Context: an optimization exercise on an open-source flow, tuned for small area. The choices shown serve that exercise and are no tape-out recipe. Function was checked by simulation only, so behaviour that the tests miss may differ from the original. Power and IR drop assume default switching activity. The flow treats the clock pin as an ideal source, which a real chip does not have.

## pepper
==> flow/design.v (excerpt) <==
module core_top
#(
    parameter logic [31:0] RESET_PC = 32'h0000_0000
) (
    input  logic        clk,
    input  logic        reset_i,
    output logic [31:0] pc_o,
    input  logic [31:0] inst_i,
    output logic        dmem_req_valid_o,
    input  logic        dmem_req_ready_i,
    output logic [64:0] dmem_req_o,
    input  logic [31:0] dmem_rdata_i,
    output logic        retire_valid_o,
    output logic [68:0] retire_o
);
For scale: roughly 1800 cells after synthesis, about 240 I/O pins, about 27000 um2 of cells after synthesis.
make LEC_CHECK=0 ABC_AREA=1 CAP_MARGIN=20 CORE_MARGIN=2 CORE_UTILIZATION=40 CTS_BUF_LIST=sky130_fd_sc_hd__clkbuf_4 SLEW_MARGIN=20 finish   # period 6.0 ns
run.sh (not shown) runs the stock make flow with config.mk's settings and CLKGATE_MAP_FILE= SYNTH_SCRIPT=/design/flow/synth_recipe.tcl, a recipe that flattens the netlist after the stock synthesis.
Per the final summary, pepper finished and its layout is clean on timing, DRC and antenna.
Here is what was changed in the inputs of harbor compared with pepper.
Settings: ABC_AREA no longer set, was 1; CTS_BUF_LIST no longer set, was sky130_fd_sc_hd__clkbuf_4.
==> flow/flow/run.sh (new file) <==
#!/bin/bash
# Standard layout, with the smallest buffer on the ports.
set -euo pipefail
export BUFFER_PORTS_ARGS="-buffer_cell sky130_fd_sc_hd__buf_1"
bash standard.sh > flow_make.log 2>&1
==> flow/standard.sh (new file) <==
#!/bin/bash
# synth_recipe.tcl (not shown) runs the flow's synth.tcl, then flattens the netlist and writes it again
# the make line also repeats each setting of config.mk as NAME=value (left out here)
make -C /OpenROAD-flow-scripts/flow DESIGN_CONFIG=/design/flow/config.mk WORK_HOME=/design/flow/orfs CLKGATE_MAP_FILE= SYNTH_SCRIPT=/design/flow/synth_recipe.tcl "${@:-finish}"
removed: flow/run.sh
## What came out
harbor closes out successfully: all stages finished, all timing, DRC and antenna checks passed.
| synthesized area | harbor vs pepper | 460 um2 lower |
In the tables for pepper and harbor, number of cells on the worst reg-to-reg path reads lower with harbor.
harbor vs. pepper: clock buffer count from CTS went down by 66%.
Comparing layout overhead on the synthesized area for pepper and harbor, the bigger number came from pepper.
Utilization ended up 1.7 points lower on harbor than on pepper.
Input-level comparison between willow and harbor:
==> flow/flow/run.sh <==
#!/bin/bash
# Standard layout, with the smallest buffer on the ports and larger clock-sink clusters.
set -euo pipefail
export BUFFER_PORTS_ARGS="-buffer_cell sky130_fd_sc_hd__buf_1"
export CTS_ARGS="-sink_clustering_enable -repair_clock_nets -sink_clustering_size 30 -sink_clustering_max_diameter 120 -dont_use_dummy_load"
bash standard.sh > flow_make.log 2>&1
==> notes.md <==
Clock-pin transition on the worst setup and hold timing paths: willow vs harbor up 0.04 ns. Lower cell area goes to willow over harbor. willow against harbor: switching part of the total power went down 0.17 points; area overhead of the layout relative to synthesis shows a reduction of 8.3 points; combinational power share went up by 0.9 points; final routed wirelength across all metal layers -about 4.5%; part of the power in the clock network now sits lower. Delta(total net switching power, willow - harbor) < 0. willow vs harbor on register share of total power: willow is the higher one. willow | status: complete | timing, DRC, antenna: pass. Per the comparison of willow with harbor, total power shows a reduction of 20%, via density per instance shows no meaningful change.
--- input diff willow..xenon ---
==> flow/flow/run.sh <==
#!/bin/bash
# Standard layout, with the smallest buffer on the ports and larger clock-sink clusters.
set -euo pipefail
export BUFFER_PORTS_ARGS="-buffer_cell sky130_fd_sc_hd__buf_1"
export CTS_ARGS="-sink_clustering_enable -repair_clock_nets -sink_clustering_size 32 -sink_clustering_max_diameter 80 -dont_use_dummy_load"
bash standard.sh > flow_make.log 2>&1
[summary]
- Re worst setup margin: willow was higher than xenon.
- On final-stage net count, willow and xenon are basically level.
- On combinational cell fraction of total power, willow and xenon are neck and neck.
diff inputs: xenon => tundra
Settings: CTS_BUF_LIST: unset -> sky130_fd_sc_hd__clkbuf_8; CTS_CLUSTER_SIZE: unset -> 30; ABC_AREA: unset -> 1.
==> flow/run.sh (new file) <==
#!/bin/bash
# synth_recipe.tcl (not shown) runs the flow's synth.tcl, then flattens the netlist and writes it again
# the make line also repeats each setting of config.mk as NAME=value (left out here)
make -C /OpenROAD-flow-scripts/flow DESIGN_CONFIG=/design/flow/config.mk WORK_HOME=/design/flow/orfs CLKGATE_MAP_FILE= SYNTH_SCRIPT=/design/flow/synth_recipe.tcl finish
removed: flow/flow/run.sh
removed: flow/standard.sh
Findings:
Final critical delay including setup and external delays is lower on xenon. tundra vs xenon: share of the cycle needed by the critical path after routing up in tundra. Pre-CTS setup slack | tundra above xenon. tundra vs xenon, dominant combinational cell family by area after synthesis: simple AND/OR/NAND/NOR gates vs multiplexers.
Setup changes, tundra to onyx
Settings: CTS_BUF_LIST no longer set, was sky130_fd_sc_hd__clkbuf_8; CTS_CLUSTER_SIZE no longer set, was 30; ABC_AREA no longer set, was 1.
--- outcome ---
The final reports for onyx and tundra show area overhead of the layout relative to synthesis higher in the former.
Category of the most critical setup path = reg -> out: tundra; category of the most critical setup path = in -> reg: onyx
Delta (onyx minus tundra): sum of internal, switching and leakage power grew by about 0.35%, final area shrank by about 0.6%.
Compared with tundra, onyx shows sum of routed wire length over all layers lower by about 5%.
Compared to tundra, onyx has wire length of the first global-routing pass 6300 um lower.
Sequential share of layout area ends up lower on tundra.
From onyx to tundra, clock tree buffer depth did not move at all.
Row total number of cells along the worst setup path: onyx higher / tundra lower
Xor and xnor fraction of the mapped netlist area on onyx is up relative to tundra.
Mean area per synthesized cell, onyx vs tundra: up by more than 10%
In terms of number of sinks on the clock net, tundra and onyx differ only marginally.


Setup of job 101:
core_top, a different RTL version from the one above (not shown whole).
Size: about 1500 cells after synthesis, roughly 1100 flip-flops, ~240 I/O pins.
Design core_top, start of the top module:
module core_top
#(
    parameter logic [31:0] RESET_PC = 32'h0000_0000
) (
    input  logic        clk,
    input  logic        reset_i,
    output logic [31:0] pc_o,
    input  logic [31:0] inst_i,
    output logic        dmem_req_valid_o,
    input  logic        dmem_req_ready_i,
    output logic [64:0] dmem_req_o,
    input  logic [31:0] dmem_rdata_i,
    output logic        retire_valid_o,
    output logic [68:0] retire_o
);
    localparam logic [2:0] S_CLR  = 3'd0;
    localparam logic [2:0] S_EX   = 3'd1;
    localparam logic [2:0] S_MEM  = 3'd2;
    localparam logic [2:0] S_WAIT = 3'd3;
    localparam logic [2:0] S_PCU  = 3'd4;
    logic [2:0]  st_q;
    logic [4:0]  cnt_q;
    logic        c_q;         
    logic        tk_q;        
    logic [4:0]  rd_q;
    logic        wb_q;        
    logic [31:1] pc_q;        
    logic [31:0] addr_q;
    logic [31:0] wdata_q;
    logic        st_clr, st_ex, st_mem, st_wait, st_pcu;
    logic        last;
  ...
==> flow/config.mk <==
export PLATFORM = sky130hd
export DESIGN_NAME = core_top
export DESIGN_NICKNAME = core_top
export VERILOG_FILES = /design/flow/design.v
export SDC_FILE = /design/flow/constraint.sdc
export NUM_CORES = 4
export LEC_CHECK = 0
export CAP_MARGIN = 20
export CORE_MARGIN = 2
export CORE_UTILIZATION = 40
export SLEW_MARGIN = 20
==> flow/constraint.sdc <==
create_clock -name core_clock -period 6.0 [get_ports {clk}]
set_input_delay 1.2000 -clock core_clock [delete_from_list [all_inputs] [get_ports {clk}]]
set_output_delay 1.2000 -clock core_clock [all_outputs]
set_load 0.01 [all_outputs]
standard.sh (not shown) runs the stock make flow with config.mk's settings and CLKGATE_MAP_FILE= SYNTH_SCRIPT=/design/flow/synth_recipe.tcl, a recipe that flattens the netlist after the stock synthesis.
==> flow/flow/run.sh <==
#!/bin/bash
# Standard layout, with the smallest buffer on the ports and larger clock-sink clusters.
set -euo pipefail
export BUFFER_PORTS_ARGS="-buffer_cell sky130_fd_sc_hd__buf_1"
export CTS_ARGS="-sink_clustering_enable -repair_clock_nets -sink_clustering_size 34 -sink_clustering_max_diameter 100 -dont_use_dummy_load"
bash standard.sh > flow_make.log 2>&1
Both conditions hold for job 101: the flow ran to the end and the final layout passed the timing, design-rule and antenna checks.
## Diff of input files: job 102 against job 101
==> flow/flow/run.sh <==
#!/bin/bash
# Standard layout, with the smallest buffer on the ports and larger clock-sink clusters.
set -euo pipefail
export BUFFER_PORTS_ARGS="-buffer_cell sky130_fd_sc_hd__buf_1"
export CTS_ARGS="-sink_clustering_enable -repair_clock_nets -sink_clustering_size 30 -sink_clustering_max_diameter 120 -dont_use_dummy_load"
bash standard.sh > flow_make.log 2>&1
### Flow results
Worst-margin pin slew (higher): job 102. Looking at clock skew, job 102 sits 0.034 ns below job 101. Fraction of area in registers across job 101 and job 102: no real change.
For job 103, these inputs were changed with respect to job 102:
Settings: setting PLACE_DENSITY to 0.75 for the first time; changing CORE_UTILIZATION from 40 to 65.
==> flow/flow/run.sh <==
#!/bin/bash
# Standard layout, with the smallest buffer on the ports and larger clock-sink clusters.
set -euo pipefail
export BUFFER_PORTS_ARGS="-buffer_cell sky130_fd_sc_hd__buf_1"
export CTS_ARGS="-sink_clustering_enable -repair_clock_nets -sink_clustering_size 34 -sink_clustering_max_diameter 80 -dont_use_dummy_load"
bash standard.sh > flow_make.log 2>&1
- When job 103 is set beside job 102, its shortest clock period the worst path allows after layout turns out to be 0.033 ns larger.
- Job 103 falls short of job 102 in detailed-route wire length.
- Re number of I/O port buffers: no difference whatsoever between job 103 and job 102.
- Compared with job 102, job 103 has less setup slack.
- The higher placer's final routability congestion estimate of job 103 and job 102 is in job 103.
- Job 103 vs. job 102: internal portion of total power shrank by about 0.6%, ratio of final minimum period to clock period grew by 0.55 points.


Setup of build 59:
core_top, a different RTL version from the one above (not shown whole).
Size: about 1500 cells after synthesis, about 240 I/O pins, ~26000 sq um of cells after synthesis.
clock: 6.0 ns
lec_check: 0
cap_margin: 20
core_margin: 2
core_utilization: 40
slew_margin: 20
==> flow/flow/run.sh <==
#!/bin/bash
# Standard layout, with the smallest buffer on the ports and a tuned clock tree.
set -euo pipefail
export BUFFER_PORTS_ARGS="-buffer_cell sky130_fd_sc_hd__buf_1"
export CTS_ARGS="-sink_clustering_enable -repair_clock_nets -sink_clustering_size 12 -sink_clustering_max_diameter 60 -buf_list sky130_fd_sc_hd__clkbuf_4 -dont_use_dummy_load"
bash standard.sh > flow_make.log 2>&1
Input changes introduced in build 29 (baseline for comparison: build 59):
-- flow/flow/run.sh --
<<< build 59, line 5
export CTS_ARGS="-sink_clustering_enable -repair_clock_nets -sink_clustering_size 12 -sink_clustering_max_diameter 60 -buf_list sky130_fd_sc_hd__clkbuf_4 -dont_use_dummy_load"
>>> build 29, line 5
export CTS_ARGS="-sink_clustering_enable -repair_clock_nets -sink_clustering_size 20 -sink_clustering_max_diameter 80 -buf_list sky130_fd_sc_hd__clkbuf_8 -dont_use_dummy_load"
Notes after the runs:
- Remaining global-route overflow came out exactly the same in build 59 and build 29.
- Taking build 59 as the reference, in build 29 proportion of power drawn by the clock network up 1.4 points, switching fraction of total power down 0.48 points, minimum clock period after layout increased by 0.16 ns relative to the old numbers.
Here is what was changed in the inputs of build 41 compared with build 29.
-- flow/flow/run.sh --
<<< build 29, line 5
export CTS_ARGS="-sink_clustering_enable -repair_clock_nets -sink_clustering_size 20 -sink_clustering_max_diameter 80 -buf_list sky130_fd_sc_hd__clkbuf_8 -dont_use_dummy_load"
>>> build 41, line 5
export CTS_ARGS="-sink_clustering_enable -repair_clock_nets -sink_clustering_size 10 -sink_clustering_max_diameter 60 -buf_list sky130_fd_sc_hd__clkbuf_4 -dont_use_dummy_load"
[summary]
Taking build 29 as the reference, in build 41 count of clock-net buffers in the final layout increased by 83% relative to the old numbers, minimum hold slack decreased by 0.0092 ns relative to the old numbers. Setup slack in build 41 is larger than in build 29. Looking at global-route wire length before repair across both flows, build 41 is the weaker of the two, with build 29 ahead.
Inputs modified between build 41 and build 79:
-- flow/flow/run.sh --
<<< build 41, line 5
export CTS_ARGS="-sink_clustering_enable -repair_clock_nets -sink_clustering_size 10 -sink_clustering_max_diameter 60 -buf_list sky130_fd_sc_hd__clkbuf_4 -dont_use_dummy_load"
>>> build 79, line 5
export CTS_ARGS="-sink_clustering_enable -repair_clock_nets -sink_clustering_size 12 -sink_clustering_max_diameter 60 -buf_list sky130_fd_sc_hd__clkbuf_4 -root_buf sky130_fd_sc_hd__clkbuf_16 -tree_buf sky130_fd_sc_hd__clkbuf_16 -dont_use_dummy_load"
Findings:
Summary of the comparison: number of global-route vias before repair is lower in build 79, relative to build 41.
When the final numbers for build 41 and build 79 were put side by side, the sequential share of power turned out to be greater in build 41.
Going from build 41 to build 79, core utilization of the finished layout ~0 delta; first-pass GRT wire length has decreased; switching portion of total power now smaller.

## re-timing with driven ports
In the flow no input, the clock included, has a driving cell. The finished layouts below were timed again as built, in two steps. Step 1: set_driving_cell puts a clkbuf_16 on clk and a buf_2 on each other input, an assumption about the parent block. Step 2 times the ports against the registers' clock, not the clock port: input delays grow and output delays shrink by t, the midpoint of the rising clock arrivals with the driver on. Slacks: ideal ports / drivers / drivers and shift; pairs: ideal ports / drivers.
run | shift t [ns] | setup WS [ns] | worst register clock-pin slew, ns | worst slew at a driven data input, ns
pepper | 1.052 | 1.385 / 1.333 / 1.338 | 0.07 / 0.07 | 0.09
harbor | 0.681 | 1.840 / 1.840 / 1.234 | 0.07 / 0.07 | 0.12
willow | 0.635 | 1.865 / 1.888 / 1.253 | 0.11 / 0.11 | 0.12
xenon | 0.615 | 1.819 / 1.820 / 1.229 | 0.11 / 0.11 | 0.13
tundra | 0.824 | 1.597 / 1.546 / 1.348 | 0.07 / 0.07 | 0.08
onyx | 0.675 | 1.661 / 1.627 / 0.952 | 0.08 / 0.08 | 0.14
job 101 | 0.606 | 1.986 / 1.918 / 1.312 | 0.12 / 0.12 | 0.12
job 102 | 0.637 | 2.060 / 1.996 / 1.359 | 0.11 / 0.11 | 0.12
job 103 | 0.607 | 2.027 / 2.042 / 1.435 | 0.12 / 0.12 | 0.08
build 59 | 0.857 | 2.181 / 2.131 / 1.349 | 0.12 / 0.12 | 0.11
build 29 | 0.643 | 2.021 / 2.027 / 1.383 | 0.12 / 0.12 | 0.12
build 41 | 0.900 | 2.106 / 2.057 / 1.355 | 0.11 / 0.11 | 0.12
build 79 | 0.629 | 1.971 / 1.982 / 1.352 | 0.12 / 0.12 | 0.11
After both steps every run listed still meets setup and hold. The setup slack of build 59, which loses most, moves by -0.050 ns with the drivers and by -0.832 ns with both steps.
